What follows belongs to an exercise in optimizing a design on an open flow for small area; a production flow would make more cautious choices. The RTL was checked by simulation tests, not by an equivalence proof against the original design. No activity file was given, so power comes from the tool's default toggle rates.

### flow/flow/run.sh
#!/bin/bash
# Standard ORFS layout with three changes: yosys/abc buffers are removed at floorplan
# (repair_design re-buffers what needs it), ports get the smallest buffer cell, and
# CTS adds no dummy loads. Each tool's output stays in orfs/logs; make's own output
# goes to standard.log.
set -euo pipefail
export REMOVE_ABC_BUFFERS=1
export BUFFER_PORTS_ARGS="-buffer_cell sky130_fd_sc_hd__buf_1"
export CTS_ARGS="-sink_clustering_enable -repair_clock_nets -sink_clustering_size 20 -sink_clustering_max_diameter 50 -buf_list sky130_fd_sc_hd__clkbuf_8 -dont_use_dummy_load"
bash standard.sh > standard.log 2>&1
### flow/standard.sh
#!/bin/bash
# synth_recipe.tcl (not shown) runs the flow's synth.tcl, then flattens the netlist and writes it again
# the make line also repeats each setting of config.mk as NAME=value (left out here)
make -C /OpenROAD-flow-scripts/flow DESIGN_CONFIG=/design/flow/config.mk WORK_HOME=/design/flow/orfs CLKGATE_MAP_FILE= SYNTH_SCRIPT=/design/flow/synth_recipe.tcl "${@:-finish}"
### flow/config.mk
export PLATFORM = sky130hd
export DESIGN_NAME = bp_top
export DESIGN_NICKNAME = bp_top
export VERILOG_FILES = /design/flow/design.v
export SDC_FILE = /design/flow/constraint.sdc
export NUM_CORES = 4
export LEC_CHECK = 0
export CAP_MARGIN = 0
export CORE_MARGIN = 2
export CORE_UTILIZATION = 60
export CTS_BUF_LIST = sky130_fd_sc_hd__clkbuf_16
export CTS_CLUSTER_DIAMETER = 80
export CTS_CLUSTER_SIZE = 30
export GPL_TIMING_DRIVEN = 0
export SETUP_SLACK_MARGIN = 0.05
export SLEW_MARGIN = 0
export SYNTH_HIERARCHICAL = 1
### flow/constraint.sdc
create_clock -name core_clock -period 7.0 [get_ports {clk}]
set_input_delay 1.4000 -clock core_clock [delete_from_list [all_inputs] [get_ports {clk}]]
set_output_delay 1.4000 -clock core_clock [all_outputs]
set_load 0.01 [all_outputs]
### flow/design.v
`timescale 1ns/1ps
package bp_pkg;
	typedef logic [5:0] alu_op_t;
	localparam alu_op_t OP_BEQ = 6'b001011;
	localparam alu_op_t OP_BLT = 6'b001100;
	localparam alu_op_t OP_BGE = 6'b001101;
	localparam int PC_W = 32;
	typedef logic [PC_W-1:0] pc_t;
	localparam int MAX_IDX_W = 8;
	localparam int TAG_W = 4;
	localparam int MAX_HIST = 32;
	typedef logic [1:0] ctr2_t;
	localparam ctr2_t BASE_INIT = 2'd2;
	typedef logic [2:0] ctr3_t;
	localparam ctr3_t CTR3_TAKEN_MIN = 3'd4;
	localparam ctr3_t ALLOC_TAKEN = 3'd4;
	localparam ctr3_t ALLOC_NOT_TAKEN = 3'd3;
	typedef enum logic [1:0] {
		PROV_BASE = 2'd0,
		PROV_T1 = 2'd1,
		PROV_T2 = 2'd2
	} provider_e;
	typedef struct packed {
		logic valid;
		logic [TAG_W-1:0] tag;
		ctr3_t ctr;
	} tage_entry_t;
	typedef struct packed {
		logic hit;
		ctr3_t ctr;
	} tag_lookup_t;
	typedef struct packed {
		logic valid;
		logic [MAX_IDX_W-1:0] base_idx;
		logic [MAX_IDX_W-1:0] t1_idx;
		logic [TAG_W-1:0] t1_tag;
		logic [MAX_IDX_W-1:0] t2_idx;
		logic [TAG_W-1:0] t2_tag;
		provider_e provider;
		logic pred_taken;
		ctr3_t prov_ctr;
	} branch_rec_t;
	function automatic ctr2_t ctr2_next(input ctr2_t c, input logic up);
		if (up && (c != 2'd3))
			ctr2_next = c + 2'd1;
		else if (!up && (c != 2'd0))
			ctr2_next = c - 2'd1;
		else
			ctr2_next = c;
	endfunction
	function automatic ctr3_t ctr3_next(input ctr3_t c, input logic up);
		if (up && (c != 3'd7))
			ctr3_next = c + 3'd1;
		else if (!up && (c != 3'd0))
			ctr3_next = c - 3'd1;
		else
			ctr3_next = c;
	endfunction
	function automatic logic [MAX_IDX_W-1:0] fold_hist(input logic [MAX_HIST-1:0] hist,
			input int len, input int width);
		logic [MAX_IDX_W-1:0] res;
		res = '0;
		for (int i = 0; i < MAX_HIST; i++) begin
			if (i < len)
				res[i % width] = res[i % width] ^ hist[i];
		end
		fold_hist = res;
	endfunction
endpackage
`timescale 1ns/1ps
module bp_fold (
	input logic [15:0] i_hist,
	output logic [4:0] o_f1_idx,
	output logic [3:0] o_f1_tag,
	output logic [4:0] o_f2_idx,
	output logic [3:0] o_f2_tag
);
	assign o_f1_idx = bp_pkg::fold_hist(32'(i_hist[7:0]), 8, 5);
	assign o_f1_tag = bp_pkg::fold_hist(32'(i_hist[7:0]), 8, 4);
	assign o_f2_idx = bp_pkg::fold_hist(32'(i_hist), 16, 5);
	assign o_f2_tag = bp_pkg::fold_hist(32'(i_hist), 16, 4);
endmodule
`timescale 1ns/1ps
`timescale 1ns/1ps
module bp_dec5 (
	input logic [4:0] i_a,
	input logic [4:0] i_b,
	output logic [31:0] o_y
);
	logic [4:0] idx;
	assign idx = i_a ^ i_b;
	always_comb begin
		for (int i = 0; i < 32; i++)
			o_y[i] = (idx == 5'(i));
	end
endmodule
module bp_aor32 (
	input logic [31:0] i_sel,
	input logic [255:0] i_d,
	output logic [7:0] o_y
);
	logic [7:0] part [4];
	for (genvar k = 0; k < 4; k++) begin : g_part
		bp_aor8 u_part (.i_sel(i_sel[8*k +: 8]), .i_d(i_d[64*k +: 64]), .o_y(part[k]));
	end
	for (genvar b = 0; b < 8; b++) begin : g_bit
		logic [1:0] l3;
		bp_nor2 u_nor0 (.i_a(part[0][b]), .i_b(part[1][b]), .o_y(l3[0]));
		bp_nor2 u_nor1 (.i_a(part[2][b]), .i_b(part[3][b]), .o_y(l3[1]));
		bp_nand2 u_out (.i_a(l3[0]), .i_b(l3[1]), .o_y(o_y[b]));
	end
endmodule
module bp_aor8 (
	input logic [7:0] i_sel,
	input logic [63:0] i_d,
	output logic [7:0] o_y
);
	always_comb begin
		o_y = '0;
		for (int i = 0; i < 8; i++)
			o_y = o_y | ({8{i_sel[i]}} & i_d[i*8 +: 8]);
	end
endmodule
module bp_aoi22 (
	input logic i_a,
	input logic i_b,
	input logic i_c,
	input logic i_d,
	output logic o_y
);
	assign o_y = ~((i_a & i_b) | (i_c & i_d));
endmodule
module bp_nand4 (
	input logic i_a,
	input logic i_b,
	input logic i_c,
	input logic i_d,
	output logic o_y
);
	assign o_y = ~(i_a & i_b & i_c & i_d);
endmodule
module bp_nor2 (
	input logic i_a,
	input logic i_b,
	output logic o_y
);
	assign o_y = ~(i_a | i_b);
endmodule
module bp_nand2 (
	input logic i_a,
	input logic i_b,
	output logic o_y
);
	assign o_y = ~(i_a & i_b);
endmodule
`timescale 1ns/1ps
`timescale 1ns/1ps
`timescale 1ns/1ps
module bp_top (
	input logic clk,
	input logic rst_n,
	input bp_pkg::alu_op_t i_alu_op,
	input bp_pkg::pc_t i_pc,
	input bp_pkg::pc_t i_imm,
	input logic i_resolve,
	input logic i_taken,
	output logic o_pred_taken,
	output bp_pkg::pc_t o_next_pc
);
	logic [15:0] hist_q;
	logic [1:0] base_q [64];
	logic [31:0] t1_v_q;
	logic [3:0] t1_tag_q [32];
	logic [2:0] t1_ctr_q [32];
	logic [31:0] t2_v_q;
	logic [3:0] t2_tag_q [32];
	logic [2:0] t2_ctr_q [32];
	logic rec_v_q;
	logic [5:0] rec_base_idx_q;
	logic [4:0] rec_t1_idx_q;
	logic [3:0] rec_t1_tag_q;
	logic [4:0] rec_t2_idx_q;
	logic [3:0] rec_t2_tag_q;
	logic rec_p1_q;    
	logic rec_p2_q;    
	logic [2:0] rec_ctr_q;
	logic [4:0] f1_idx, f2_idx;
	logic [3:0] f1_tag, f2_tag;
	bp_fold u_fold (
		.i_hist(hist_q),
		.o_f1_idx(f1_idx),
		.o_f1_tag(f1_tag),
		.o_f2_idx(f2_idx),
		.o_f2_tag(f2_tag)
	);
	logic [5:0] base_idx;
	logic [4:0] t1_idx, t2_idx;
	logic [3:0] t1_tag, t2_tag;
	assign base_idx = i_pc[7:2];
	assign t1_idx = i_pc[6:2] ^ f1_idx;
	assign t2_idx = i_pc[6:2] ^ f2_idx;
	assign t1_tag = i_pc[10:7] ^ f1_tag;
	assign t2_tag = i_pc[10:7] ^ f2_tag;
	logic [1:0] base_rd;
	logic [2:0] t1_ctr, t2_ctr;
	logic t1_hit, t2_hit;
	logic [31:0] t1_sel, t2_sel;
	logic [255:0] t1_flat, t2_flat;
	logic [7:0] t1_ent, t2_ent;
	always_comb begin
		for (int i = 0; i < 32; i++) begin
			t1_flat[i*8 +: 8] = {t1_v_q[i], t1_tag_q[i], t1_ctr_q[i]};
			t2_flat[i*8 +: 8] = {t2_v_q[i], t2_tag_q[i], t2_ctr_q[i]};
		end
	end
	bp_dec5 u_t1_dec (.i_a(i_pc[6:2]), .i_b(f1_idx), .o_y(t1_sel));
	bp_dec5 u_t2_dec (.i_a(i_pc[6:2]), .i_b(f2_idx), .o_y(t2_sel));
	bp_aor32 u_t1_rd (.i_sel(t1_sel), .i_d(t1_flat), .o_y(t1_ent));
	bp_aor32 u_t2_rd (.i_sel(t2_sel), .i_d(t2_flat), .o_y(t2_ent));
	assign base_rd = base_q[base_idx];
	assign t1_ctr = t1_ent[2:0];
	assign t2_ctr = t2_ent[2:0];
	assign t1_hit = t1_ent[7] && (t1_ent[6:3] == t1_tag);
	assign t2_hit = t2_ent[7] && (t2_ent[6:3] == t2_tag);
	logic is_branch;
	logic prov_dir;
	logic [2:0] prov_ctr;
	assign is_branch = (i_alu_op == bp_pkg::OP_BEQ) || (i_alu_op == bp_pkg::OP_BLT) ||
		(i_alu_op == bp_pkg::OP_BGE);
	always_comb begin
		if (t2_hit)
			prov_ctr = t2_ctr;
		else if (t1_hit)
			prov_ctr = t1_ctr;
		else
			prov_ctr = {1'b0, ~base_rd[1], base_rd[0]};
	end
	assign prov_dir = (t2_hit || t1_hit) ? prov_ctr[2] : prov_ctr[1];
	assign o_pred_taken = is_branch && prov_dir;
	assign o_next_pc = o_pred_taken ? (i_pc + i_imm) : i_pc;
	logic upd, rec_dir, mispred;
	logic base_we, t1_we, t2_we;
	logic [1:0] base_wd;
	logic [2:0] t1_wd, t2_wd;
	logic [2:0] alloc_ctr;
	logic [2:0] step3;
	logic [1:0] step2;
	assign upd = i_resolve && rec_v_q;
	assign rec_dir = (rec_p1_q || rec_p2_q) ? rec_ctr_q[2] : rec_ctr_q[1];
	assign mispred = rec_dir != i_taken;
	assign alloc_ctr = i_taken ? 3'd4 : 3'd3;
	assign step3 = bp_pkg::ctr3_next(rec_ctr_q, i_taken);
	assign step2 = bp_pkg::ctr2_next(rec_ctr_q[1:0], i_taken);
	assign base_we = upd && !rec_p1_q && !rec_p2_q;
	assign t1_we = upd && (rec_p1_q || (!rec_p2_q && mispred));
	assign t2_we = upd && (rec_p2_q || (rec_p1_q && mispred));
	assign base_wd = {~step2[1], step2[0]};
	assign t1_wd = rec_p1_q ? step3 : alloc_ctr;
	assign t2_wd = rec_p2_q ? step3 : alloc_ctr;
	always_ff @(posedge clk or negedge rst_n) begin
		if (!rst_n) begin
			for (int i = 0; i < 64; i++)
				base_q[i] <= 2'd0;
		end else if (base_we) begin
			base_q[rec_base_idx_q] <= base_wd;
		end
	end
	always_ff @(posedge clk or negedge rst_n) begin
		if (!rst_n) begin
			t1_v_q <= '0;
			t2_v_q <= '0;
		end else begin
			for (int i = 0; i < 32; i++) begin
				if (t1_we && (rec_t1_idx_q == 5'(i)))
					t1_v_q[i] <= 1'b1;
				if (t2_we && (rec_t2_idx_q == 5'(i)))
					t2_v_q[i] <= 1'b1;
			end
		end
	end
	always_ff @(posedge clk) begin
		if (t1_we) begin
			t1_tag_q[rec_t1_idx_q] <= rec_t1_tag_q;
			t1_ctr_q[rec_t1_idx_q] <= t1_wd;
		end
		if (t2_we) begin
			t2_tag_q[rec_t2_idx_q] <= rec_t2_tag_q;
			t2_ctr_q[rec_t2_idx_q] <= t2_wd;
		end
	end
	always_ff @(posedge clk or negedge rst_n) begin
		if (!rst_n)
			hist_q <= '0;
		else if (i_resolve)
			hist_q <= {hist_q[14:0], i_taken};
	end
	always_ff @(posedge clk or negedge rst_n) begin
		if (!rst_n)
			rec_v_q <= 1'b0;
		else if (is_branch)
			rec_v_q <= 1'b1;
		else if (i_resolve)
			rec_v_q <= 1'b0;
	end
	always_ff @(posedge clk) begin
		if (is_branch) begin
			rec_base_idx_q <= base_idx;
			rec_t1_idx_q <= t1_idx;
			rec_t1_tag_q <= t1_tag;
			rec_t2_idx_q <= t2_idx;
			rec_t2_tag_q <= t2_tag;
			rec_p1_q <= t1_hit && !t2_hit;
			rec_p2_q <= t2_hit;
			rec_ctr_q <= prov_ctr;
		end
	end
endmodule
==> results.env, run 1 <==
VDD.IR_DROP.WORST_uV=256
SYNTHDISTINCTLIBCELLS=75
MIN-DELAY-PATH-CLASS='flip-flop to flip-flop'
WHS_PATH_DEPTH=1
TIMING.SLEW.HEADROOM_PCT=11.3
HOLD-WORST-SLACK_NS=0.469
HOLD_CRIT_START='t2_v_q[23]'
CRITICAL_PATH_REQUIRED_NS=5.60
TIMING.FINAL.MAX_SLEW_VIOLATIONS=0
LAYOUT.NETS=2606
POWERDENSITY_mW_PER_MM2=300
YS_TOP_CELLS_BY_COUNT='477 x sky130_fd_sc_hd__edfxtp_1, 263 x sky130_fd_sc_hd__nor2_1, 253 x sky130_fd_sc_hd__a22oi_1'
TIMING.CRITICAL_PATH.CELLS='buf_4, buf_12, xor2_2, nand3_2, nor2_4, a22oi_1, nand4_1, nor2_1, nand2_1, xnor2_1, nand2_1, nor4_4, buf_4, and3_2, a21oi_4, buf_4, nor4_2, xor2_1, buf_1'
WORSTPATHMAXFANOUT=24
AREA_DELTA_SYNTH_FINAL_PCT=7.89
CLOCK.FMAX_MHz=147
SYNTH.TOP_CELLS.BY_AREA='sky130_fd_sc_hd__edfxtp_1 47%, sky130_fd_sc_hd__dfrtp_1 17%, sky130_fd_sc_hd__a22oi_1 6.2%'
DRT_WL_TOTAL_UM=75300
NUMBER_OF_OPTIMIZATION_ITERATIONS_IN_THE_FIRST_DETAILED_ROUTE_PASS=5
DETAIL_ROUTE.DRC_VIOLATIONS=0
CORE_MM2=0.0501
FINISH.UTILIZATION_PCT=65.5
HOLD_VIOLATIONS=0
CP_NUM_BUF_INV=5
CRITPATHLAUNCHTYPE='input pin'
NETLIST_INSTANCES=2442
SKEW_NS=0.0692
DIE-AREA_MM2=0.0525
ROW_COUNT=82
SEQ_POWER_SHARE_PCT=46.5
NUMBER_OF_DRC_VIOLATIONS_AFTER_DETAILED_ROUTING_ITERATION_0=1977
CLOCK_PATH_BUFFERS=3
CTS.HOLD.BUFFERS_ADDED=0
GRT_FIRST_PASS_WIRELENGTH_UM=116000
POST-SYNTH-TOP-COUNT-CELL='sky130_fd_sc_hd__edfxtp_1'
ANTENNA_LEFT=0
FRACTION_OF_LAYOUT_CELLS_WITH_A_SIZE_SUFFIX_ABOVE_1_PCT=13.6
POWER_SWITCHING_SHARE_PCT=37.0
POST-ROUTE-WORST-SETUP-SLACK_NS=0.215
FLOORPLAN.DIE.WIDTH_UM=229
NUM_VIAS=19989
CLOCKROOTBUFFER='sky130_fd_sc_hd__clkbuf_8'
CRITPATHARRIVALTIME_NS=5.39
GLOBAL_ROUTE_USAGE_OVER_ALL_LAYERS_PCT=28.8
POST-LAYOUT-TOTAL-POWER_uW=9840
REMAINING_GLOBAL_ROUTE_OVERFLOW=0
DIEHEIGHT_UM=229
MEASURED_SLEW_AT_THE_WORST_SLEW_CHECK_PIN_NS=1.32
PLEAK_uW=0.0115
CRITICAL_PATH.REG2REG.ENDPOINT='rec_ctr_q[0]'
POWER.SWITCHING_uW=3640
LAYOUT_WORST_PATH_CYCLE_SHARE_PCT=96.9
CTS_HTREE_LEVELS=2
POST_DRT_VIA_CELL_RATIO=6.31
FINALSETUPVIOLCOUNT=0
SLOWEST_STAGE='sky130_fd_sc_hd__and3_2'
IO-PIN-COUNT=107
CLOCK_LATENCY_AT_THE_LATER_PIN_OF_THE_WORST_SKEW_PAIR_NS=0.71
SYNTHESIS.AREA_PER_INSTANCE_UM2=12.5
YS_ASYNC_SR_FRACTION_PCT=30.5
POST-SYNTH-TOP-AREA-CELL='sky130_fd_sc_hd__edfxtp_1'
NUMBER_OF_ENABLE_FLIP_FLOP_CELLS_AFTER_SYNTHESIS=477
TIMING.HOLD.WORST_ENDPOINT='t2_v_q[23]'
GRT_MAX_DEGREE=39
WIRE_LENGTH_PER_CELL_UM=23.8
CTS_INSERTED_BUFFERS=58
REGTOREGSETUPSLACK_NS=2.88
POWER_SHARE_OF_THE_COMBINATIONAL_GROUP_PCT=33.6
P_CLK_SHARE_PCT=19.8
NUMCLOCKSINKS=686
STATUS='timing/DRC/antenna clean'
FIRST_GLOBAL_VIAS=19763
P_INT_uW=6200
BUFFER_PORTS.INSERTED=106
CLKTRANSATPATHREGS_NS=0.06
R2R_CELLS=14
TIMING.CRITICAL_PATH.SLOWEST_CELL_DELAY_NS=0.31
R2R_START='hist_q[3]'
YS_SEQ_ELEMENTS=686
FINAL.FILL_COUNT=3842
GP_ROUTABILITY_CONGESTION=0.912
SYNTH-MAIN-FF-CELL='sky130_fd_sc_hd__edfxtp_1'
SYNTH_TOP_AREA_SHARE_PCT=47.1
GRT_SETUP_UNREPAIRED='false'
CRITPATHMOSTFREQUENTCELL='sky130_fd_sc_hd__buf_4'
SYNTH-WARNING-COUNT=13
TIMING.SETUP.CRITICAL_PATH_CLASS='input pin to output pin'
CRITICAL_PATH.ENDPOINT_TYPE='output pin'
INITIAL_CORE_UTIL_PCT=60.7
CP_TOP_FAMILY='simple AND/OR/NAND/NOR gates'
DP.FINAL_HPWL_UM=51800
SEQ_AREA_FRAC_SYNTH_PCT=64.3
NUMBER_OF_ANTENNA_VIOLATIONS_AT_THE_FIRST_CHECK_IN_GLOBAL_ROUTING=3
FINAL.MIN_CLOCK_PERIOD_NS=6.79
SYN_AREA_MM2=0.0304
TRITONCTS='built'
DETAILEDPLACE.WORSTSLACK_NS=-0.865
CAP_VIOL_MAX_COUNT=0
==> logic make-up (layout without fill, tap and decap cells) <==
| family | count (synthesis) | count (layout) | share of synthesized area, % |
|---|---|---|---|
| fa+ha+maj | 36 | 36 | 1.51 |
| compound gates | 624 | 625 | 14.1 |
| other cells | 0 | 1 | 0 |
| flops | 686 | 686 | 64.3 |
| simple gates | 797 | 797 | 12.3 |
| buf+inv | 162 | 213 | 3.48 |
| mux | 39 | 39 | 1.44 |
| xor+xnor | 98 | 98 | 2.82 |
==> power groups by stage <==
stage | clock network [uW] | logic (uW) | registers [uW]
3_3_place_gp | 0 | 2630 | 4650
6_report | 1950 | 3310 | 4580
5_1_grt | 2140 | 3500 | 4590
4_1_cts | 2000 | 3010 | 4570
3_5_place_dp | 0 | 2700 | 4660
2_1_floorplan | 0 | 1680 | 4620
==> through the flow <==
step                      setup TNS [ns]  area (um^2)  instances
after detailed placement          -20.54        31200       3100
after floorplan                        0        29400       2300
after CTS                              0        32400       3163
after global routing                   0        32800       3167
final                                  0        32800       3167
after global placement          -1408.54        30700       3078
==> how the worst max path moves through the flow <==
stage	start	endpoint	slack, ns	cells after the start
after floorplan	i_pc[6]	o_next_pc[15]	0.53	13
after global placement	rst_n	t1_v_q[12]	-6.23	1
after detailed placement	i_pc[2]	o_next_pc[4]	-0.86	16
after CTS	hist_q[7]	o_next_pc[24]	0.05	17
after global routing	i_pc[5]	o_next_pc[31]	0.005	18
final	i_pc[5]	o_next_pc[31]	0.21	19
==> per-layer routing <==
layer,up-vias,part of all wire [%],global-route usage [%]
met5,-,0.024,0
met4,4,3.4,10.1
met3,151,6.9,5.23
met2,717,45,43.9
met1,9896,44,42.1
li1,9221,-,-
==> modules after synthesis (local to each module, per instance), a selection <==
module    flops+latches  copies in the design
bp_nor2               0                    32
bp_aor8               0                     8
bp_nand2              0                    16
bp_top              686                     1
bp_dec5               0                     2
bp_fold               0                     1
==> what timing repair did <==
action	CTS	global route
buffers inserted	4	3
gates cloned	1	0
hold endpoints to repair	0	0
gates resized for setup	99	78
pin swaps	2	2
endpoints found under the setup margin	33	19
==> area by class of cell <==
type | instances | area, um^2 | area share (%)
antenna | 1 | 2.50 | 0.00763
clock buffer | 58 | 798 | 2.43
inverter | 20 | 75.1 | 0.229
multi-input combinational | 1595 | 10600 | 32.4
sequential | 686 | 19600 | 59.6
tap | 672 | 841 | 2.56
timing repair buffer | 135 | 922 | 2.81
==> placed cells by master (no fill, tap or decap), types with 7 or more instances in the layout <==
master | synthesis | final
sky130_fd_sc_hd__buf_12 | 0 | 9
sky130_fd_sc_hd__a31oi_1 | 16 | 15
sky130_fd_sc_hd__nor3b_1 | 7 | 7
sky130_fd_sc_hd__nand2_4 | 0 | 8
sky130_fd_sc_hd__nor2_1 | 263 | 199
sky130_fd_sc_hd__nand2_1 | 212 | 204
sky130_fd_sc_hd__a22oi_1 | 253 | 251
sky130_fd_sc_hd__xnor2_1 | 42 | 37
sky130_fd_sc_hd__and3_1 | 16 | 15
sky130_fd_sc_hd__edfxtp_1 | 477 | 477
sky130_fd_sc_hd__dfrtp_1 | 209 | 209
sky130_fd_sc_hd__ha_1 | 35 | 35
sky130_fd_sc_hd__nor2_4 | 0 | 54
sky130_fd_sc_hd__nor3_1 | 34 | 33
sky130_fd_sc_hd__a21oi_1 | 93 | 91
sky130_fd_sc_hd__mux2i_1 | 8 | 8
sky130_fd_sc_hd__nor2b_1 | 22 | 22
sky130_fd_sc_hd__a22oi_2 | 26 | 28
sky130_fd_sc_hd__mux2_2 | 29 | 29
sky130_fd_sc_hd__or2_2 | 65 | 65
sky130_fd_sc_hd__clkbuf_8 | 0 | 58
sky130_fd_sc_hd__nand2b_1 | 17 | 17
sky130_fd_sc_hd__and2_1 | 12 | 12
sky130_fd_sc_hd__xor2_1 | 56 | 48
sky130_fd_sc_hd__buf_4 | 17 | 11
sky130_fd_sc_hd__buf_1 | 3 | 99
sky130_fd_sc_hd__nand3_2 | 0 | 14
sky130_fd_sc_hd__nor2_2 | 0 | 10
sky130_fd_sc_hd__a211oi_1 | 14 | 14
sky130_fd_sc_hd__nand3_1 | 45 | 30
sky130_fd_sc_hd__nand4_1 | 76 | 76
sky130_fd_sc_hd__inv_1 | 18 | 18
sky130_fd_sc_hd__o21ai_0 | 132 | 132
sky130_fd_sc_hd__a21o_1 | 14 | 13
==> state kept, by name, summed over array words and instances, names as in the netlist <==
register and count:
t1_v_q 32, rec_p1_q 1, t2_v_q 32, rec_base_idx_q 6
t2_ctr_q 96, rec_ctr_q 3, base_q 128, rec_v_q 1
rec_t2_idx_q 5, t1_tag_q 128, t1_ctr_q 96, rec_p2_q 1
rec_t2_tag_q 4, hist_q 16, t2_tag_q 128, rec_t1_tag_q 4
rec_t1_idx_q 5
==> run 2, diff against run 1 <==
--- a/flow/flow/run.sh
+++ b/flow/flow/run.sh
@@ -6,5 +6,5 @@
 set -euo pipefail
 export REMOVE_ABC_BUFFERS=1
 export BUFFER_PORTS_ARGS="-buffer_cell sky130_fd_sc_hd__buf_1"
-export CTS_ARGS="-sink_clustering_enable -repair_clock_nets -sink_clustering_size 20 -sink_clustering_max_diameter 50 -buf_list sky130_fd_sc_hd__clkbuf_8 -dont_use_dummy_load"
+export CTS_ARGS="-sink_clustering_enable -repair_clock_nets -sink_clustering_size 30 -sink_clustering_max_diameter 60 -buf_list sky130_fd_sc_hd__clkbuf_16 -dont_use_dummy_load"
 bash standard.sh > standard.log 2>&1
--- a/flow/config.mk
+++ b/flow/config.mk
@@ -7,7 +7,7 @@
 export LEC_CHECK = 0
 export CAP_MARGIN = 0
 export CORE_MARGIN = 2
-export CORE_UTILIZATION = 60
+export CORE_UTILIZATION = 70
 export CTS_BUF_LIST = sky130_fd_sc_hd__clkbuf_16
 export CTS_CLUSTER_DIAMETER = 80
 export CTS_CLUSTER_SIZE = 30
==> run 2 against run 1 <==
Effect of this change:
- largest power group unchanged
- highest routed layer unchanged
- first-iteration DRC count up 24%
- still clean on timing, DRC and antenna
- final cell count fell by 3.5%
- critical path depth stayed put
- non-clock buffer count shrank 6
- cell area is essentially flat
- clock skew fell by 0.0060 ns
- setup slack worse by 0.018 ns
- register-to-register slack worse by 0.06 ns
- flip-flop and latch count did not move
- core utilization is 11 points higher
==> results.env, run 2 <==
CLOCK_PATH_BUFFERS=3  # unchanged
NUMCLOCKSINKS=686  # unchanged
CLOCK_LATENCY_AT_THE_LATER_PIN_OF_THE_WORST_SKEW_PAIR_NS=0.59  # -0.12 ns
SYNTHESIS.AREA_PER_INSTANCE_UM2=12.5  # unchanged
DP.FINAL_HPWL_UM=51500  # -0.61%
WORSTPATHMAXFANOUT=25  # +4.2%
HOLD_VIOLATIONS=0  # unchanged
DETAIL_ROUTE.DRC_VIOLATIONS=0  # unchanged
SEQ_AREA_FRAC_SYNTH_PCT=64.3  # unchanged
SYN_AREA_MM2=0.0304  # unchanged
TIMING.SLEW.HEADROOM_PCT=13.2  # +1.9 points
LAYOUT.NETS=2582  # -0.92%
SYNTHDISTINCTLIBCELLS=75  # unchanged
STARTPOINT='i_pc[4]'
NUM_VIAS=20790  # +4.0%
REGISTER_AREA_MM2=0.0196  # unchanged
TIMING.SETUP.CRITICAL_PATH_CLASS='input pin to output pin'
CLOCKROOTBUFFER='sky130_fd_sc_hd__clkbuf_16'
PLEAK_uW=0.0116  # +0.35%
POWERDENSITY_mW_PER_MM2=309  # +3.2%
FLOORPLAN.DIE.WIDTH_UM=212  # -7.3%
TRITONCTS='built'
POST-ROUTE-WORST-SETUP-SLACK_NS=0.197  # -0.0180 ns
VDD.IR_DROP.WORST_uV=211  # -18%
HOLD_CRIT_START='t1_v_q[0]'
GP_ROUTABILITY_CONGESTION=0.934  # +2.3%
FIRST_GLOBAL_VIAS=20135  # +1.9%
YS_SEQ_ELEMENTS=686  # unchanged
SKEW_NS=0.0633  # -0.00597 ns
POST-SYNTH-TOP-AREA-CELL='sky130_fd_sc_hd__edfxtp_1'
GRT_SETUP_UNREPAIRED='true'
FINAL.FILL_COUNT=2790  # -27%
R2R_START='hist_q[1]'
NUMBER_OF_DRC_VIOLATIONS_AFTER_DETAILED_ROUTING_ITERATION_0=2459  # +24%
CTS_INSERTED_BUFFERS=40  # -31%
BUFFER_PORTS.INSERTED=106  # unchanged
DETAILEDPLACE.WORSTSLACK_NS=-0.911  # -0.0460 ns
SYNTH.TOP_CELLS.BY_AREA='sky130_fd_sc_hd__edfxtp_1 47%, sky130_fd_sc_hd__dfrtp_1 17%, sky130_fd_sc_hd__a22oi_1 6.2%'
POST-SYNTH-TOP-COUNT-CELL='sky130_fd_sc_hd__edfxtp_1'
DIEHEIGHT_UM=212  # -7.3%
NUMBER_OF_ANTENNA_VIOLATIONS_AT_THE_FIRST_CHECK_IN_GLOBAL_ROUTING=2  # -1
FINAL_CELL_MIX='477 x sky130_fd_sc_hd__edfxtp_1, 251 x sky130_fd_sc_hd__a22oi_1, 209 x sky130_fd_sc_hd__dfrtp_1'
BIGGESTREGSBYFLOPS='base_q (128), t1_tag_q (128), t2_tag_q (128)'
MULTIINPUTGATEAREA_MM2=0.0106  # -0.13%
FINISH.INSTANCE_AREA_MM2=0.0328  # about the same
CRITPATHLAUNCHTYPE='input pin'
TIMING.CRITICAL_PATH.SLOWEST_CELL_DELAY_NS=0.33  # +0.02 ns
MEASURED_SLEW_AT_THE_WORST_SLEW_CHECK_PIN_NS=1.30  # -0.0247 ns
FRACTION_OF_LAYOUT_CELLS_WITH_A_SIZE_SUFFIX_ABOVE_1_PCT=12.8  # -0.80 points
DPL_CELL_AREA_MM2=0.0310  # -0.54%
INITIAL_CORE_UTIL_PCT=70.7  # +10 points
YS_ASYNC_SR_FRACTION_PCT=30.5  # unchanged
CLOCK.FMAX_MHz=147  # -0.27%
POST-LAYOUT-TOTAL-POWER_uW=10200  # +3.2%
GRT_MAX_DEGREE=45  # +15%
IO-PIN-COUNT=107  # unchanged
LAYOUT_WORST_PATH_CYCLE_SHARE_PCT=97.2  # +0.26 points
DRT_WL_TOTAL_UM=75800  # +0.62%
REMAINING_GLOBAL_ROUTE_OVERFLOW=0  # unchanged
TIMING.FINAL.MAX_SLEW_VIOLATIONS=0  # unchanged
NUMBER_OF_ENABLE_FLIP_FLOP_CELLS_AFTER_SYNTHESIS=477  # unchanged
FINAL.SETUP.TNS_NS=0  # unchanged
CRITICAL_PATH.ENDPOINT_TYPE='output pin'
SYNTH_TOP_AREA_SHARE_PCT=47.1  # unchanged
GRT_FIRST_PASS_WIRELENGTH_UM=115000  # -0.53%
NUMBER_OF_OPTIMIZATION_ITERATIONS_IN_THE_FIRST_DETAILED_ROUTE_PASS=6  # +1
SLOWEST_STAGE='sky130_fd_sc_hd__nor2_1'
NETLIST_INSTANCES=2442  # unchanged
CRITICAL_PATH_REQUIRED_NS=5.60  # about the same
POST_DRT_VIA_CELL_RATIO=6.80  # +7.8%
GLOBAL_ROUTE_USAGE_OVER_ALL_LAYERS_PCT=33.9  # +5.1 points
STATUS='timing/DRC/antenna clean'
DPL.CELL_COUNT=3010  # -2.9%
CORE_MM2=0.0430  # -14%
MIN-DELAY-PATH-CLASS='flip-flop to flip-flop'
TIMING.CRITICAL_PATH.CELLS='buf_6, buf_12, xor2_2, nand3_2, nor2_4, a22oi_1, nand4_1, nor2_1, nand2_1, xor2_1, nor3_1, nand3_2, o21ai_0, a21o_2, a21oi_4, buf_4, nor4_2, xor2_1, buf_1'
ANTENNA_LEFT=0  # unchanged
CRITPATHARRIVALTIME_NS=5.40  # about the same
SYNTH-MAIN-FF-CELL='sky130_fd_sc_hd__edfxtp_1'
CAP_VIOL_MAX_COUNT=0  # unchanged
FINALSETUPVIOLCOUNT=0  # unchanged
DIE-AREA_MM2=0.0451  # -14%
MOSTFREQUENTLAYOUTCELL='sky130_fd_sc_hd__edfxtp_1'
FINAL.MIN_CLOCK_PERIOD_NS=6.80  # +0.0180 ns
ROW_COUNT=76  # -7.3%
POST_LAYOUT_NONFILLER_INSTANCES=3056  # -3.5%
CTS_HTREE_LEVELS=2  # unchanged
CTS.HOLD.BUFFERS_ADDED=0  # unchanged
AREA_DELTA_SYNTH_FINAL_PCT=7.96  # about the same
YS_TOP_CELLS_BY_COUNT='477 x sky130_fd_sc_hd__edfxtp_1, 263 x sky130_fd_sc_hd__nor2_1, 253 x sky130_fd_sc_hd__a22oi_1'
WIRE_LENGTH_PER_CELL_UM=24.8  # +4.3%
SYNTH-WARNING-COUNT=13  # unchanged
CLKTRANSATPATHREGS_NS=0.04  # -0.02 ns
-- run 2: cell counts after synthesis --
Identical to the previous run, type by type.
-- run 2: layout make-up --
type / instances / share of cell area (%)
Tap cell: 585 / 2.23
Inverter: 20 / 0.229
Clock buffer: 40 / 3.05
Timing Repair Buffer: 129 / 2.63
Antenna cell: 1 / 0.00762
Sequential cell: 686 / 59.6
Multi-Input combinational cell: 1595 / 32.3
-- run 2: what timing repair did --
item                                    CTS  global route
buffers inserted                          3             1
endpoints found under the setup margin   33            32
gates cloned                              1             0
pin swaps                                 2             1
gates resized for setup                 110            66
-- run 2: worst max-delay path, delay by kind of cell --
family | cells | cell delay, ns
buffers and inverters | 4 | 0.86
and+or+nand+nor | 8 | 1.77
AOI/OAI and AO/OA | 4 | 0.81
xor gates and xnor gates | 3 | 0.53
-- run 2: worst paths after layout --
| path | end | slack [ns] | cells after the start |
|---|---|---|---|
| hold / removal | t1_v_q[0] | 0.47 | 1 |
| setup reg to reg | rec_ctr_q[0] | 2.82 | 14 |
| hold reg to reg | t1_v_q[0] | 0.47 | 1 |
| setup / recovery | o_next_pc[31] | 0.20 | 19 |
| max in group asynchronous | t1_v_q[0] | 5.16 | 3 |
| min in group asynchronous | t2_v_q[4] | 0.83 | 1 |
-- run 2: logic make-up (layout without fill, tap and decap cells) --
logic type | count (synthesis) | count (layout) | share of synthesized area (%)
AND/OR/NAND/NOR | 797 | 797 | 12.3
buffers and inverters | 162 | 189 | 3.48
multiplexers | 39 | 39 | 1.44
other | 0 | 1 | 0
AO/OA/AOI/OAI | 624 | 625 | 14.1
adder cells (fa/ha/maj) | 36 | 36 | 1.51
flip-flops | 686 | 686 | 64.3
XOR/XNOR | 98 | 98 | 2.82
-- run 2: Yosys stat by module (local to each module, per instance), excerpt --
module    cells inside  copies in the design
bp_top            1877                     1
bp_nand2             1                    16
bp_nor2              1                    32
bp_fold             25                     1
bp_dec5             54                     2
bp_aor8             48                     8
-- run 2: through the flow --
step / util, % / hold WS (ns)
after floorplan: - / 0.440
after global placement: 71.1 / 0.454
after detailed placement: 72.2 / 0.454
after CTS: 75.5 / 0.470
after global routing: 76.4 / 0.484
final: 76.4 / 0.469
-- run 2: metal layers --
metal	part of all wire, %	GRT usage, %
met1	40	48.4
met2	47	53.8
met3	9.2	5.17
met4	3.6	12.0
met5	0.016	0
-- run 2: report_power, final --
| group | internal [uW] | switching [uW] |
|---|---|---|
| logic | 991 | 2370 |
| clock network | 1020 | 1200 |
| registers | 4460 | 124 |
| total | 6470 | 3690 |
==> run 3, diff against run 2 <==
--- a/flow/flow/run.sh
+++ b/flow/flow/run.sh
@@ -6,5 +6,5 @@
 set -euo pipefail
 export REMOVE_ABC_BUFFERS=1
 export BUFFER_PORTS_ARGS="-buffer_cell sky130_fd_sc_hd__buf_1"
-export CTS_ARGS="-sink_clustering_enable -repair_clock_nets -sink_clustering_size 30 -sink_clustering_max_diameter 60 -buf_list sky130_fd_sc_hd__clkbuf_16 -dont_use_dummy_load"
+export CTS_ARGS="-sink_clustering_enable -repair_clock_nets -sink_clustering_size 30 -sink_clustering_max_diameter 80 -buf_list sky130_fd_sc_hd__clkbuf_16 -dont_use_dummy_load"
 bash standard.sh > standard.log 2>&1
--- a/flow/config.mk
+++ b/flow/config.mk
@@ -7,7 +7,7 @@
 export LEC_CHECK = 0
 export CAP_MARGIN = 0
 export CORE_MARGIN = 2
-export CORE_UTILIZATION = 70
+export CORE_UTILIZATION = 60
 export CTS_BUF_LIST = sky130_fd_sc_hd__clkbuf_16
 export CTS_CLUSTER_DIAMETER = 80
 export CTS_CLUSTER_SIZE = 30
==> run 3 against run 2 <==
Effect of this change:
- still clean
- area after synthesis unchanged
- cell area is 0.13% lower
- die area increased by 16%
- global-route usage is 5.6 points lower
- critical path depth is the same
- critical endpoint unchanged
==> results.env, run 3 <==
INITIAL_CORE_UTIL_PCT=60.7  # -10 points
YS_ASYNC_SR_FRACTION_PCT=30.5  # unchanged
CP_NUM_BUF_INV=3  # -1
REGISTER_AREA_MM2=0.0196  # unchanged
DRT_WL_TOTAL_UM=74700  # -1.5%
WORSTPATHMAXFANOUT=10  # -60%
ROW_COUNT=82  # +7.9%
POWERDENSITY_mW_PER_MM2=301  # -2.8%
FINAL_CELL_MIX='477 x sky130_fd_sc_hd__edfxtp_1, 251 x sky130_fd_sc_hd__a22oi_1, 209 x sky130_fd_sc_hd__dfrtp_1'
TIMING.SETUP.CRITICAL_PATH_CLASS='flip-flop to output pin'
NUMBER_OF_DRC_VIOLATIONS_AFTER_DETAILED_ROUTING_ITERATION_0=2072  # -16%
POWER_SWITCHING_SHARE_PCT=36.5  # +0.16 points
LAYOUT_WORST_PATH_CYCLE_SHARE_PCT=97.2  # about the same
CLOCK.FMAX_MHz=147  # about the same
DIE-AREA_MM2=0.0525  # +16%
SYNTH-MAIN-FF-CELL='sky130_fd_sc_hd__edfxtp_1'
CLOCKROOTBUFFER='sky130_fd_sc_hd__clkbuf_16'
MEASURED_SLEW_AT_THE_WORST_SLEW_CHECK_PIN_NS=1.32  # +0.0199 ns
MIN-DELAY-PATH-CLASS='flip-flop to flip-flop'
FINAL.SETUP.TNS_NS=0  # unchanged
CRITPATHMOSTFREQUENTCELL='sky130_fd_sc_hd__xnor2_1'
DETAILEDPLACE.WORSTSLACK_NS=-0.865  # +0.0460 ns
SYNTHDISTINCTLIBCELLS=75  # unchanged
CTS_HTREE_LEVELS=1  # -1
SYNTH_TOP_AREA_SHARE_PCT=47.1  # unchanged
CAP_VIOL_MAX_COUNT=0  # unchanged
ANTENNA_CELL_COUNT=0  # -1
SYNTH-WARNING-COUNT=13  # unchanged
P_INT_uW=6260  # -3.2%
FLOORPLAN.DIE.WIDTH_UM=229  # +7.9%
MOSTFREQUENTLAYOUTCELL='sky130_fd_sc_hd__edfxtp_1'
GLOBAL_ROUTE_USAGE_OVER_ALL_LAYERS_PCT=28.3  # -5.6 points
SYNTH.TOP_CELLS.BY_AREA='sky130_fd_sc_hd__edfxtp_1 47%, sky130_fd_sc_hd__dfrtp_1 17%, sky130_fd_sc_hd__a22oi_1 6.2%'
NUM_VIAS=19868  # -4.4%
TIMING.FINAL.MAX_SLEW_VIOLATIONS=0  # unchanged
PLEAK_uW=0.0115  # -0.62%
CLOCK_PATH_BUFFERS=3  # unchanged
BUFFER_PORTS.INSERTED=106  # unchanged
TIMING.CRITICAL_PATH.SLOWEST_CELL_DELAY_NS=0.47  # +0.14 ns
ANTENNA_LEFT=0  # unchanged
SLOWEST_STAGE='sky130_fd_sc_hd__dfrtp_1'
SYN_AREA_MM2=0.0304  # unchanged
SEQ_AREA_FRAC_SYNTH_PCT=64.3  # unchanged
IO-PIN-COUNT=107  # unchanged
DPL_CELL_AREA_MM2=0.0312  # +0.54%
POST-SYNTH-TOP-COUNT-CELL='sky130_fd_sc_hd__edfxtp_1'
CRITICAL_PATH.ENDPOINT_TYPE='output pin'
CTS_INSERTED_BUFFERS=31  # -23%
STATUS='timing/DRC/antenna clean'
FINAL.MIN_CLOCK_PERIOD_NS=6.81  # +0.00209 ns
CLKTRANSATPATHREGS_NS=0.10  # +0.06 ns
DIEHEIGHT_UM=229  # +7.9%
LAYOUT.NETS=2579  # -0.12%
GRT_FIRST_PASS_WIRELENGTH_UM=115000  # -0.59%
NUMCLOCKSINKS=686  # unchanged
POST_DRT_VIA_CELL_RATIO=6.33  # -7.0%
AREA_DELTA_SYNTH_FINAL_PCT=7.82
SKEW_NS=0.0756  # +0.0123 ns
P_CLK_SHARE_PCT=19.7  # -2.1 points
CRITPATHARRIVALTIME_NS=5.41  # about the same
NUMBER_OF_ENABLE_FLIP_FLOP_CELLS_AFTER_SYNTHESIS=477  # unchanged
MULTIINPUTGATEAREA_MM2=0.0106  # +0.17%
CRITPATHLAUNCHTYPE='flip-flop'
TIMING.SLEW.HEADROOM_PCT=11.7  # -1.6 points
POWER.SWITCHING_uW=3600  # -2.5%
TRITONCTS='built'
POST-ROUTE-WORST-SETUP-SLACK_NS=0.195  # -0.00209 ns
CP_TOP_FAMILY='simple AND/OR/NAND/NOR gates'
YS_SEQ_ELEMENTS=686  # unchanged
VDD.IR_DROP.WORST_uV=253  # +20%
FRACTION_OF_LAYOUT_CELLS_WITH_A_SIZE_SUFFIX_ABOVE_1_PCT=12.7  # -0.11 points
SYNTHESIS.AREA_PER_INSTANCE_UM2=12.5  # unchanged
TIMING.CRITICAL_PATH.CELLS='xor2_2, xnor2_1, xnor2_1, nand2_4, nor2_4, a22oi_1, nand4_1, nor2_1, nand2_1, xnor2_1, nand2_1, nor4_4, buf_4, and3_2, a21oi_4, buf_4, nor4_2, xor2_1, buf_1'
NETLIST_INSTANCES=2442  # unchanged
FINAL.FILL_COUNT=3827  # +37%
BIGGESTREGSBYFLOPS='base_q (128), t1_tag_q (128), t2_tag_q (128)'
NUMBER_OF_ANTENNA_VIOLATIONS_AT_THE_FIRST_CHECK_IN_GLOBAL_ROUTING=3  # +1
CTS.HOLD.BUFFERS_ADDED=0  # unchanged
CRITICAL_PATH_REQUIRED_NS=5.60  # about the same
SEQ_POWER_SHARE_PCT=46.4  # +1.3 points
REMAINING_GLOBAL_ROUTE_OVERFLOW=0  # unchanged
YS_TOP_CELLS_BY_COUNT='477 x sky130_fd_sc_hd__edfxtp_1, 263 x sky130_fd_sc_hd__nor2_1, 253 x sky130_fd_sc_hd__a22oi_1'
GRT_SETUP_UNREPAIRED='false'
FINISH.INSTANCE_AREA_MM2=0.0328  # -0.13%
POST-SYNTH-TOP-AREA-CELL='sky130_fd_sc_hd__edfxtp_1'
FIRST_GLOBAL_VIAS=19442  # -3.4%
GP_ROUTABILITY_CONGESTION=0.912  # -2.3%
DP.FINAL_HPWL_UM=51800  # +0.61%
HOLD_VIOLATIONS=0  # unchanged
GRT_MAX_DEGREE=39  # -13%
NUMBER_OF_OPTIMIZATION_ITERATIONS_IN_THE_FIRST_DETAILED_ROUTE_PASS=6  # unchanged
CORE_MM2=0.0501  # +16%
DETAIL_ROUTE.DRC_VIOLATIONS=0  # unchanged
FINALSETUPVIOLCOUNT=0  # unchanged
CLOCK_LATENCY_AT_THE_LATER_PIN_OF_THE_WORST_SKEW_PAIR_NS=0.64  # +0.05 ns
WIRE_LENGTH_PER_CELL_UM=23.8  # -4.1%
POWER_SHARE_OF_THE_COMBINATIONAL_GROUP_PCT=33.9  # +0.8 points
## run 3: cell counts after synthesis
Identical to the previous run, type by type.
## run 3: stage by stage
step / util (%) / std cells / hold WS [ns] / total power, uW
finish: 65.5 / 3139 / 0.475 / 9860
global route: 65.5 / 3139 / 0.488 / 10200
global placement: 61.2 / 3078 / 0.452 / 7280
detailed placement: 62.3 / 3100 / 0.453 / 7350
CTS: 64.6 / 3136 / 0.478 / 9560
floorplan: - / 2300 / 0.440 / 6300
## run 3: per-module statistics from Yosys, one instance, submodules excluded, a selection
| module | times used | cells inside | flops+latches |
|---|---|---|---|
| bp_aor8 | 8 | 48 | 0 |
| bp_nor2 | 32 | 1 | 0 |
| bp_nand2 | 16 | 1 | 0 |
| bp_dec5 | 2 | 54 | 0 |
| bp_top | 1 | 1877 | 686 |
| bp_fold | 1 | 25 | 0 |
## run 3: cells by family after synthesis
family	count (synthesis)	synth area share (%)
and+or+nand+nor	797	12.3
adders and majority gates	36	1.51
xor gates and xnor gates	98	2.82
buffers and inverters	162	3.48
muxes	39	1.44
AOI/OAI and AO/OA	624	14.1
DFF	686	64.3
## run 3: power groups by stage
stage          clock network (uW)  logic, uW  registers, uW
2_1_floorplan                   0       1680           4620
3_3_place_gp                    0       2630           4650
3_5_place_dp                    0       2700           4660
4_1_cts                      1980       3010           4570
5_1_grt                      2120       3520           4590
6_report                     1950       3340           4580
## run 3: what timing repair did
| action | in CTS | in global routing |
|---|---|---|
| endpoints found under the hold margin | 0 | 0 |
| pin swaps | 2 | 1 |
| resized for setup | 97 | 81 |
| buffers inserted | 4 | 3 |
| setup endpoints to repair | 33 | 15 |
| cloned | 1 | 0 |
## run 3: metal layers
layer | part of all wire, % | global-route usage, % | vias up | routed length (um)
met1 | 44 | 41.9 | 9866 | 33000
li1 | - | - | 9159 | -
met4 | 2.9 | 7.61 | 6 | 2140
met2 | 46 | 44.0 | 719 | 34300
met3 | 6.9 | 4.66 | 118 | 5170
met5 | 0.055 | 0 | - | 41
## run 3: worst paths after layout
path	startpoint	end	slack [ns]	cells after the start
worst max-delay path	hist_q[0]	o_next_pc[31]	0.19	19
max in group asynchronous	rst_n	base_q[34][1]	4.95	4
worst min-delay path	t2_v_q[5]	t2_v_q[5]	0.48	1
min in group asynchronous	rst_n	t2_v_q[14]	0.84	1
worst max register to register	hist_q[0]	rec_ctr_q[0]	2.71	15
worst min register to register	t2_v_q[5]	t2_v_q[5]	0.48	1
## run 3: final cells by class
class | count | area share (%)
Clock buffer | 31 | 2.37
Inverter | 20 | 0.229
Multi-Input combinational cell | 1595 | 32.4
Sequential cell | 686 | 59.6
Tap cell | 672 | 2.56
Timing Repair Buffer | 135 | 2.81
==> run 4, diff against run 3 <==
--- a/flow/config.mk
+++ b/flow/config.mk
@@ -5,7 +5,7 @@
 export SDC_FILE = /design/flow/constraint.sdc
 export NUM_CORES = 4
 export LEC_CHECK = 0
-export CAP_MARGIN = 0
+export CAP_MARGIN = 10
 export CORE_MARGIN = 2
 export CORE_UTILIZATION = 60
 export CTS_BUF_LIST = sky130_fd_sc_hd__clkbuf_16
@@ -13,5 +13,5 @@
 export CTS_CLUSTER_SIZE = 30
 export GPL_TIMING_DRIVEN = 0
 export SETUP_SLACK_MARGIN = 0.05
-export SLEW_MARGIN = 0
+export SLEW_MARGIN = 10
 export SYNTH_HIERARCHICAL = 1
==> run 4 against run 3 <==
Effect of this change:
- wire length is 0.71% higher
- power is 4.0% higher
- hold slack hardly changed
- register-to-register slack better by 0.07 ns
- sequential power hardly changed
- clock power is 6% higher
- critical path type is now input pin to output pin
- critical path depth is 1 lower
- flip-flop and latch count stayed put
- still clean
==> results.env, run 4 <==
CLOCKROOTBUFFER='sky130_fd_sc_hd__clkbuf_16'
YS_TOP_CELLS_BY_COUNT='477 x sky130_fd_sc_hd__edfxtp_1, 263 x sky130_fd_sc_hd__nor2_1, 253 x sky130_fd_sc_hd__a22oi_1'
MOSTFREQUENTLAYOUTCELL='sky130_fd_sc_hd__edfxtp_1'
POST-ROUTE-WORST-SETUP-SLACK_NS=0.221  # +0.0268 ns
TIMING.FINAL.MAX_SLEW_VIOLATIONS=0  # unchanged
VDD.IR_DROP.WORST_uV=227  # -10%
POST-SYNTH-TOP-COUNT-CELL='sky130_fd_sc_hd__edfxtp_1'
CLOCK.FMAX_MHz=148  # +0.39%
POST_DRT_VIA_CELL_RATIO=6.34  # +0.16%
AREA_DELTA_SYNTH_FINAL_PCT=9.49
SYNTH-MAIN-FF-CELL='sky130_fd_sc_hd__edfxtp_1'
SYNTH.TOP_CELLS.BY_AREA='sky130_fd_sc_hd__edfxtp_1 47%, sky130_fd_sc_hd__dfrtp_1 17%, sky130_fd_sc_hd__a22oi_1 6.2%'
FINAL.FILL_COUNT=3772  # -1.4%
NUMCLOCKSINKS=686  # unchanged
PLEAK_uW=0.0117  # +1.8%
GRT_MAX_DEGREE=39  # unchanged
BIGGESTREGSBYFLOPS='base_q (128), t1_tag_q (128), t2_tag_q (128)'
POST-SYNTH-TOP-AREA-CELL='sky130_fd_sc_hd__edfxtp_1'
ANTENNA_CELL_COUNT=0  # unchanged
ROW_COUNT=82  # unchanged
DETAILEDPLACE.WORSTSLACK_NS=-0.812  # +0.0523 ns
DP.FINAL_HPWL_UM=51800  # about the same
FLOORPLAN.DIE.WIDTH_UM=229  # unchanged
YS_SEQ_ELEMENTS=686  # unchanged
STATUS='timing/DRC/antenna clean'
TIMING.SETUP.CRITICAL_PATH_CLASS='input pin to output pin'
CLOCK_LATENCY_AT_THE_LATER_PIN_OF_THE_WORST_SKEW_PAIR_NS=0.58  # -0.06 ns
MEASURED_SLEW_AT_THE_WORST_SLEW_CHECK_PIN_NS=1.28  # -0.0395 ns
LAYOUT.NETS=2604  # +0.97%
WL_MET1_UM=33400  # +1.2%
BUFFER_PORTS.INSERTED=106  # unchanged
CRITICAL_PATH.ENDPOINT_TYPE='output pin'
WORSTPATHMAXFANOUT=24  # +14
MET2WIRELENGTH_UM=34900  # +1.8%
YS_ASYNC_SR_FRACTION_PCT=30.5  # unchanged
FINALSETUPVIOLCOUNT=0  # unchanged
LAYOUT_WORST_PATH_CYCLE_SHARE_PCT=96.8  # -0.38 points
SYN_AREA_MM2=0.0304  # unchanged
CLOCK_PATH_BUFFERS=3  # unchanged
WIRE_LENGTH_PER_CELL_UM=23.8  # about the same
NETLIST_INSTANCES=2442  # unchanged
CTS_INSERTED_BUFFERS=34  # +9.7%
CORE_MM2=0.0501  # unchanged
SEQ_AREA_FRAC_SYNTH_PCT=64.3  # unchanged
HOLD_VIOLATIONS=0  # unchanged
NUMBER_OF_OPTIMIZATION_ITERATIONS_IN_THE_FIRST_DETAILED_ROUTE_PASS=8  # +2
FIRST_GLOBAL_VIAS=19662  # +1.1%
CAP_VIOL_MAX_COUNT=0  # unchanged
FINAL.MIN_CLOCK_PERIOD_NS=6.78  # -0.0268 ns
INITIAL_CORE_UTIL_PCT=60.7  # unchanged
NUMBER_OF_ANTENNA_VIOLATIONS_AT_THE_FIRST_CHECK_IN_GLOBAL_ROUTING=2  # -1
DPL.CELL_COUNT=3105  # +0.16%
DIEHEIGHT_UM=229  # unchanged
CRITICAL_PATH_REQUIRED_NS=5.60  # about the same
DRT_WL_TOTAL_UM=75200  # +0.71%
R2R_CELLS=14  # -1
NUMBER_OF_ENABLE_FLIP_FLOP_CELLS_AFTER_SYNTHESIS=477  # unchanged
FINISH.UTILIZATION_PCT=66.5  # +1.0 points
SYNTH-WARNING-COUNT=13  # unchanged
CRITPATHLAUNCHTYPE='input pin'
NUMBER_OF_DRC_VIOLATIONS_AFTER_DETAILED_ROUTING_ITERATION_0=2089  # +0.82%
CRITPATHARRIVALTIME_NS=5.38  # -0.03 ns
IO-PIN-COUNT=107  # unchanged
NUM_VIAS=20059  # +0.96%
POST_LAYOUT_NONFILLER_INSTANCES=3164  # +0.80%
CTS_HTREE_LEVELS=2  # +1
MIN-DELAY-PATH-CLASS='flip-flop to flip-flop'
ANTENNA_LEFT=0  # unchanged
GP_ROUTABILITY_CONGESTION=0.912  # unchanged
TIMING.SLEW.HEADROOM_PCT=14.3  # +2.6 points
DPL_CELL_AREA_MM2=0.0313  # +0.34%
HOLD-WORST-SLACK_NS=0.475  # -0.000147 ns
FINISH.INSTANCE_AREA_MM2=0.0333  # +1.5%
GLOBAL_ROUTE_USAGE_OVER_ALL_LAYERS_PCT=28.7  # +0.42 points
DIE-AREA_MM2=0.0525  # unchanged
MET3ROUTEDLENGTH_UM=4990  # -3.5%
DETAIL_ROUTE.DRC_VIOLATIONS=0  # unchanged
TOP_LAYER='met5'
SYNTH_TOP_AREA_SHARE_PCT=47.1  # unchanged
REMAINING_GLOBAL_ROUTE_OVERFLOW=0  # unchanged
POWERDENSITY_mW_PER_MM2=308  # +2.5%
FRACTION_OF_LAYOUT_CELLS_WITH_A_SIZE_SUFFIX_ABOVE_1_PCT=14.0  # +1.3 points
WHS_PATH_DEPTH=1  # unchanged
TRITONCTS='built'
CLKTRANSATPATHREGS_NS=0.09  # about the same
SYNTHESIS.AREA_PER_INSTANCE_UM2=12.5  # unchanged
SKEW_NS=0.0913  # +0.0157 ns
GRT_SETUP_UNREPAIRED='false'
GRT_FIRST_PASS_WIRELENGTH_UM=116000  # +1.2%
SYNTHDISTINCTLIBCELLS=75  # unchanged
FINAL_CELL_MIX='477 x sky130_fd_sc_hd__edfxtp_1, 251 x sky130_fd_sc_hd__a22oi_1, 209 x sky130_fd_sc_hd__dfrtp_1'
==> run 4: cell counts after synthesis <==
No cell type changed its count.
==> run 4: cell type report <==
cell class | instances | area (um^2) | area share, %
Tap cell | 672 | 841 | 2.53
Sequential cell | 686 | 19600 | 58.7
Multi-Input combinational cell | 1595 | 10800 | 32.4
Timing Repair Buffer | 157 | 1190 | 3.58
Clock buffer | 34 | 851 | 2.56
Inverter | 20 | 75.1 | 0.225
==> run 4: final timing paths <==
check | startpoint | end | slack (ns)
max | i_pc[5] | o_next_pc[31] | 0.22
max in group asynchronous | rst_n | base_q[34][1] | 5.20
min | t2_v_q[11] | t2_v_q[11] | 0.48
max reg2reg | hist_q[4] | rec_ctr_q[0] | 2.78
min in group asynchronous | rst_n | t2_v_q[10] | 0.65
min reg2reg | t2_v_q[11] | t2_v_q[11] | 0.48
==> run 4: stage by stage <==
step	TNS, ns	total power, uW
after floorplan	0	6300
after global placement	-1408.54	7280
after detailed placement	-18.83	7360
after CTS	0	9730
after global routing	0	10700
final	0	10300
==> run 4: worst max-delay path: stages <==
cell	delay (ns)
sky130_fd_sc_hd__buf_4	0.29
sky130_fd_sc_hd__buf_12	0.25
sky130_fd_sc_hd__xor2_4	0.29
sky130_fd_sc_hd__nand3_2	0.31
sky130_fd_sc_hd__nor2_4	0.35
sky130_fd_sc_hd__a22oi_1	0.15
sky130_fd_sc_hd__nand4_1	0.15
sky130_fd_sc_hd__nor2_1	0.07
sky130_fd_sc_hd__nand2_1	0.11
sky130_fd_sc_hd__xnor2_1	0.13
sky130_fd_sc_hd__nand2_1	0.10
sky130_fd_sc_hd__nor4_4	0.43
sky130_fd_sc_hd__and3_2	0.38
sky130_fd_sc_hd__a21oi_4	0.08
sky130_fd_sc_hd__buf_4	0.21
sky130_fd_sc_hd__nor4_2	0.31
sky130_fd_sc_hd__xor2_1	0.17
sky130_fd_sc_hd__buf_1	0.17
==> run 4: layer usage <==
| layer | vias up | global-route usage (%) |
|---|---|---|
| met3 | 122 | 4.78 |
| met1 | 9954 | 42.6 |
| met4 | 4 | 7.51 |
| met2 | 758 | 44.5 |
| li1 | 9221 | - |
| met5 | - | 0 |
==> run 4: report_power, final <==
group / internal, uW / switching (uW)
clock: 875 / 1190
sequential: 4460 / 121
combinational: 1200 / 2410
total: 6540 / 3720
==> run 4: per-module statistics from Yosys, one instance, submodules excluded, excerpt <==
module	times used	area (um^2)
bp_top	1	26500
bp_nand2	16	3.75
bp_aor8	8	379
bp_dec5	2	263
bp_nor2	32	3.75
bp_fold	1	216
==> run 4: what timing repair did <==
action	CTS	global route
hold buffers	0	0
pin swaps	2	10
gates resized for setup	113	87
setup endpoints to repair	33	33
setup buffers	2	20
cloned	1	0
endpoints found under the hold margin	0	0
==> run 4: logic make-up after synthesis <==
| group | Yosys count | synth area share (%) |
|---|---|---|
| AOI/OAI and AO/OA | 624 | 14.1 |
| DFF | 686 | 64.3 |
| xor gates and xnor gates | 98 | 2.82 |
| adders and majority gates | 36 | 1.51 |
| buffers and inverters | 162 | 3.48 |
| muxes | 39 | 1.44 |
| and+or+nand+nor | 797 | 12.3 |
==> run 5, diff against run 4 <==
--- a/flow/design.v
+++ b/flow/design.v
@@ -81,6 +81,53 @@
 	assign o_f2_tag = bp_pkg::fold_hist(32'(i_hist), 16, 4);
 endmodule
 `timescale 1ns/1ps
+module bp_dec6 (
+	input logic [5:0] i_a,
+	output logic [63:0] o_y
+);
+	always_comb begin
+		for (int i = 0; i < 64; i++)
+			o_y[i] = (i_a == 6'(i));
+	end
+endmodule
+module bp_aor64 (
+	input logic [63:0] i_sel,
+	input logic [127:0] i_d,
+	output logic [1:0] o_y
+);
+	logic [1:0] part [8];
+	for (genvar k = 0; k < 8; k++) begin : g_part
+		bp_aor8w2 u_part (.i_sel(i_sel[8*k +: 8]), .i_d(i_d[16*k +: 16]), .o_y(part[k]));
+	end
+	for (genvar b = 0; b < 2; b++) begin : g_bit
+		logic [1:0] l3;
+		bp_nor4 u_nor0 (.i_a(part[0][b]), .i_b(part[1][b]), .i_c(part[2][b]), .i_d(part[3][b]),
+			.o_y(l3[0]));
+		bp_nor4 u_nor1 (.i_a(part[4][b]), .i_b(part[5][b]), .i_c(part[6][b]), .i_d(part[7][b]),
+			.o_y(l3[1]));
+		bp_nand2 u_out (.i_a(l3[0]), .i_b(l3[1]), .o_y(o_y[b]));
+	end
+endmodule
+module bp_aor8w2 (
+	input logic [7:0] i_sel,
+	input logic [15:0] i_d,
+	output logic [1:0] o_y
+);
+	always_comb begin
+		o_y = '0;
+		for (int i = 0; i < 8; i++)
+			o_y = o_y | ({2{i_sel[i]}} & i_d[i*2 +: 2]);
+	end
+endmodule
+module bp_nor4 (
+	input logic i_a,
+	input logic i_b,
+	input logic i_c,
+	input logic i_d,
+	output logic o_y
+);
+	assign o_y = ~(i_a | i_b | i_c | i_d);
+endmodule
 `timescale 1ns/1ps
 module bp_dec5 (
 	input logic [4:0] i_a,
@@ -217,7 +264,14 @@
 	bp_dec5 u_t2_dec (.i_a(i_pc[6:2]), .i_b(f2_idx), .o_y(t2_sel));
 	bp_aor32 u_t1_rd (.i_sel(t1_sel), .i_d(t1_flat), .o_y(t1_ent));
 	bp_aor32 u_t2_rd (.i_sel(t2_sel), .i_d(t2_flat), .o_y(t2_ent));
-	assign base_rd = base_q[base_idx];
+	logic [63:0] base_sel;
+	logic [127:0] base_flat;
+	always_comb begin
+		for (int i = 0; i < 64; i++)
+			base_flat[i*2 +: 2] = base_q[i];
+	end
+	bp_dec6 u_base_dec (.i_a(base_idx), .o_y(base_sel));
+	bp_aor64 u_base_rd (.i_sel(base_sel), .i_d(base_flat), .o_y(base_rd));
 	assign t1_ctr = t1_ent[2:0];
 	assign t2_ctr = t2_ent[2:0];
 	assign t1_hit = t1_ent[7] && (t1_ent[6:3] == t1_tag);
--- a/flow/config.mk
+++ b/flow/config.mk
@@ -5,7 +5,7 @@
 export SDC_FILE = /design/flow/constraint.sdc
 export NUM_CORES = 4
 export LEC_CHECK = 0
-export CAP_MARGIN = 10
+export CAP_MARGIN = 0
 export CORE_MARGIN = 2
 export CORE_UTILIZATION = 60
 export CTS_BUF_LIST = sky130_fd_sc_hd__clkbuf_16
@@ -13,5 +13,5 @@
 export CTS_CLUSTER_SIZE = 30
 export GPL_TIMING_DRIVEN = 0
 export SETUP_SLACK_MARGIN = 0.05
-export SLEW_MARGIN = 10
+export SLEW_MARGIN = 0
 export SYNTH_HIERARCHICAL = 1
==> run 5 against run 4 <==
Effect of this change:
- the layout now fails its checks (capacitance limit, slew limit)
- cell area is 2.5% lower
- combinational power decreased by 8.6%
- via count fell by 3.5%
- critical endpoint is now o_next_pc[28]
- largest cell class unchanged
==> results.env, run 5 <==
DRT_WL_TOTAL_UM=70400  # -6.3%
POST_LAYOUT_NONFILLER_INSTANCES=3097  # -2.1%
POST-SYNTH-TOP-COUNT-CELL='sky130_fd_sc_hd__edfxtp_1'
BIGGESTREGSBYFLOPS='base_q (128), t1_tag_q (128), t2_tag_q (128)'
TIMING.FINAL.MAX_SLEW_VIOLATIONS=22  # +22
GRT_SETUP_UNREPAIRED='false'
DPL.CELL_COUNT=3053  # -1.7%
CRITICAL_PATH_REQUIRED_NS=5.60  # about the same
DETAILEDPLACE.WORSTSLACK_NS=-0.894  # -0.0817 ns
FRACTION_OF_LAYOUT_CELLS_WITH_A_SIZE_SUFFIX_ABOVE_1_PCT=12.9  # -1.1 points
LAYOUT_WORST_PATH_CYCLE_SHARE_PCT=98.2  # +1.4 points
BUFFER_PORTS.INSERTED=106  # unchanged
NUM_VIAS=19366  # -3.5%
NUMCLOCKSINKS=686  # unchanged
NETLIST_INSTANCES=2383  # -2.4%
POST-SYNTH-TOP-AREA-CELL='sky130_fd_sc_hd__edfxtp_1'
NUMBER_OF_ENABLE_FLIP_FLOP_CELLS_AFTER_SYNTHESIS=477  # unchanged
CRITPATHARRIVALTIME_NS=5.48  # +0.10 ns
HOLD_VIOLATIONS=0  # unchanged
GRT_FIRST_PASS_WIRELENGTH_UM=108000  # -6.9%
WHS_PATH_DEPTH=1  # unchanged
STATUS='failed layout checks'
NUMBER_OF_DRC_VIOLATIONS_AFTER_DETAILED_ROUTING_ITERATION_0=1926  # -7.8%
DETAIL_ROUTE.DRC_VIOLATIONS=0  # unchanged
SYNTH-WARNING-COUNT=17  # +4
SEQ_AREA_FRAC_SYNTH_PCT=65.4  # +1.1 points
DIE-AREA_MM2=0.0517  # -1.6%
FAILED_LAYOUT_CHECKS='capacitance limit, slew limit'
SYNTH-MAIN-FF-CELL='sky130_fd_sc_hd__edfxtp_1'
AREA_DELTA_SYNTH_FINAL_PCT=8.47
TRITONCTS='built'
CAP_VIOL_MAX_COUNT=1  # +1
FINAL.MIN_CLOCK_PERIOD_NS=6.88  # +0.0976 ns
LAYOUT.NETS=2544  # -2.3%
[run 5: critical path, stage by stage]
cell                      delay [ns]
sky130_fd_sc_hd__buf_6          0.29
sky130_fd_sc_hd__xor2_2         0.22
sky130_fd_sc_hd__nand3_2        0.29
sky130_fd_sc_hd__nor2_4         0.11
sky130_fd_sc_hd__a22oi_1        0.28
sky130_fd_sc_hd__nand4_1        0.13
sky130_fd_sc_hd__nor2_1         0.29
sky130_fd_sc_hd__nand2_1        0.11
sky130_fd_sc_hd__xor2_1         0.17
sky130_fd_sc_hd__nor3_1         0.23
sky130_fd_sc_hd__o211a_2        0.34
sky130_fd_sc_hd__mux2i_1        0.16
sky130_fd_sc_hd__o21ai_4        0.25
sky130_fd_sc_hd__buf_12         0.23
sky130_fd_sc_hd__inv_1          0.18
sky130_fd_sc_hd__and4_4         0.21
sky130_fd_sc_hd__or3_1          0.37
sky130_fd_sc_hd__buf_1          0.14
[run 5: final timing paths]
kind	start	to	slack, ns
max	i_pc[4]	o_next_pc[28]	0.12
max in group asynchronous	rst_n	t1_v_q[12]	4.77
min	t2_v_q[5]	t2_v_q[5]	0.47
min in group asynchronous	rst_n	t2_v_q[11]	0.88
max reg2reg	hist_q[7]	rec_ctr_q[0]	3.07
min reg2reg	t2_v_q[5]	t2_v_q[5]	0.47
[run 5: cell families (layout without fill, tap and decap cells)]
kind of cell | after synthesis | count (layout) | share of synthesized area, %
other | 0 | 1 | 0
muxes | 26 | 26 | 0.949
and+or+nand+nor | 818 | 818 | 13.0
xor gates and xnor gates | 99 | 99 | 2.90
AOI/OAI and AO/OA | 582 | 582 | 13.4
adders and majority gates | 36 | 36 | 1.53
buffers and inverters | 136 | 185 | 2.92
DFF | 686 | 686 | 65.4
[run 5: modules after synthesis (local to each module, per instance), excerpt]
module | times used | flip-flops and latches | cells | cell area [um^2]
bp_nand2 | 18 | 0 | 1 | 3.75
bp_aor8 | 8 | 0 | 48 | 379
bp_dec5 | 2 | 0 | 54 | 263
bp_top | 1 | 686 | 1637 | 24900
bp_nor4 | 4 | 0 | 1 | 12.5
bp_fold | 1 | 0 | 25 | 216
bp_aor8w2 | 8 | 0 | 10 | 72.6
[run 5: what timing repair did]
| action | in CTS | in global routing |
|---|---|---|
| pin swaps | 3 | 2 |
| gates resized for setup | 110 | 80 |
| gates cloned | 0 | 0 |
| setup endpoints to repair | 33 | 5 |
| setup buffers | 2 | 6 |
| endpoints found under the hold margin | 0 | 0 |
| hold buffers | 0 | 0 |
[run 5: cell type report]
cell class              count  area, um^2
diodes                      1        2.50
flip-flops and latches    686       19600
fillers                  3796       16600
inverters                  19        71.3
repair buffers            131         810
multi-input cells        1561       10300
clock buffers              35         876
well taps                 664         831
[run 5: layer usage]
layer | global-route usage, % | up-vias | part of all wire, %
li1 | - | 8957 | -
met1 | 41.1 | 9644 | 45
met2 | 42.6 | 662 | 46
met3 | 3.92 | 101 | 6.6
met4 | 7.32 | 2 | 2.3
met5 | 0 | - | 0.020
[run 5: where the power goes]
part	switching [uW]	internal, uW
clock	1190	898
combinational	2300	1010
sequential	113	4460
[run 5: metrics by stage]
step / utilization, % / TNS [ns] / hold WS, ns / power [uW] / instance area [um^2]
after floorplan: - / -43.21 / 0.440 / 6330 / 29100
after global placement: 61.9 / -1411.59 / 0.453 / 7250 / 30300
after detailed placement: 62.6 / -9.95 / 0.453 / 7330 / 30700
after CTS: 65.2 / 0 / 0.476 / 9570 / 32000
after global routing: 66.1 / 0 / 0.485 / 10400 / 32400
final: 66.2 / 0 / 0.473 / 9970 / 32400

Re-timed with assumed drivers on the ports (clkbuf_16 on the clock, buf_2 on other inputs), run 5 has 0.085 ns of setup slack against 0.124 ns with ideal ports, and 0.085 ns once port delays also move by the mid clock arrival of 0.619 ns.
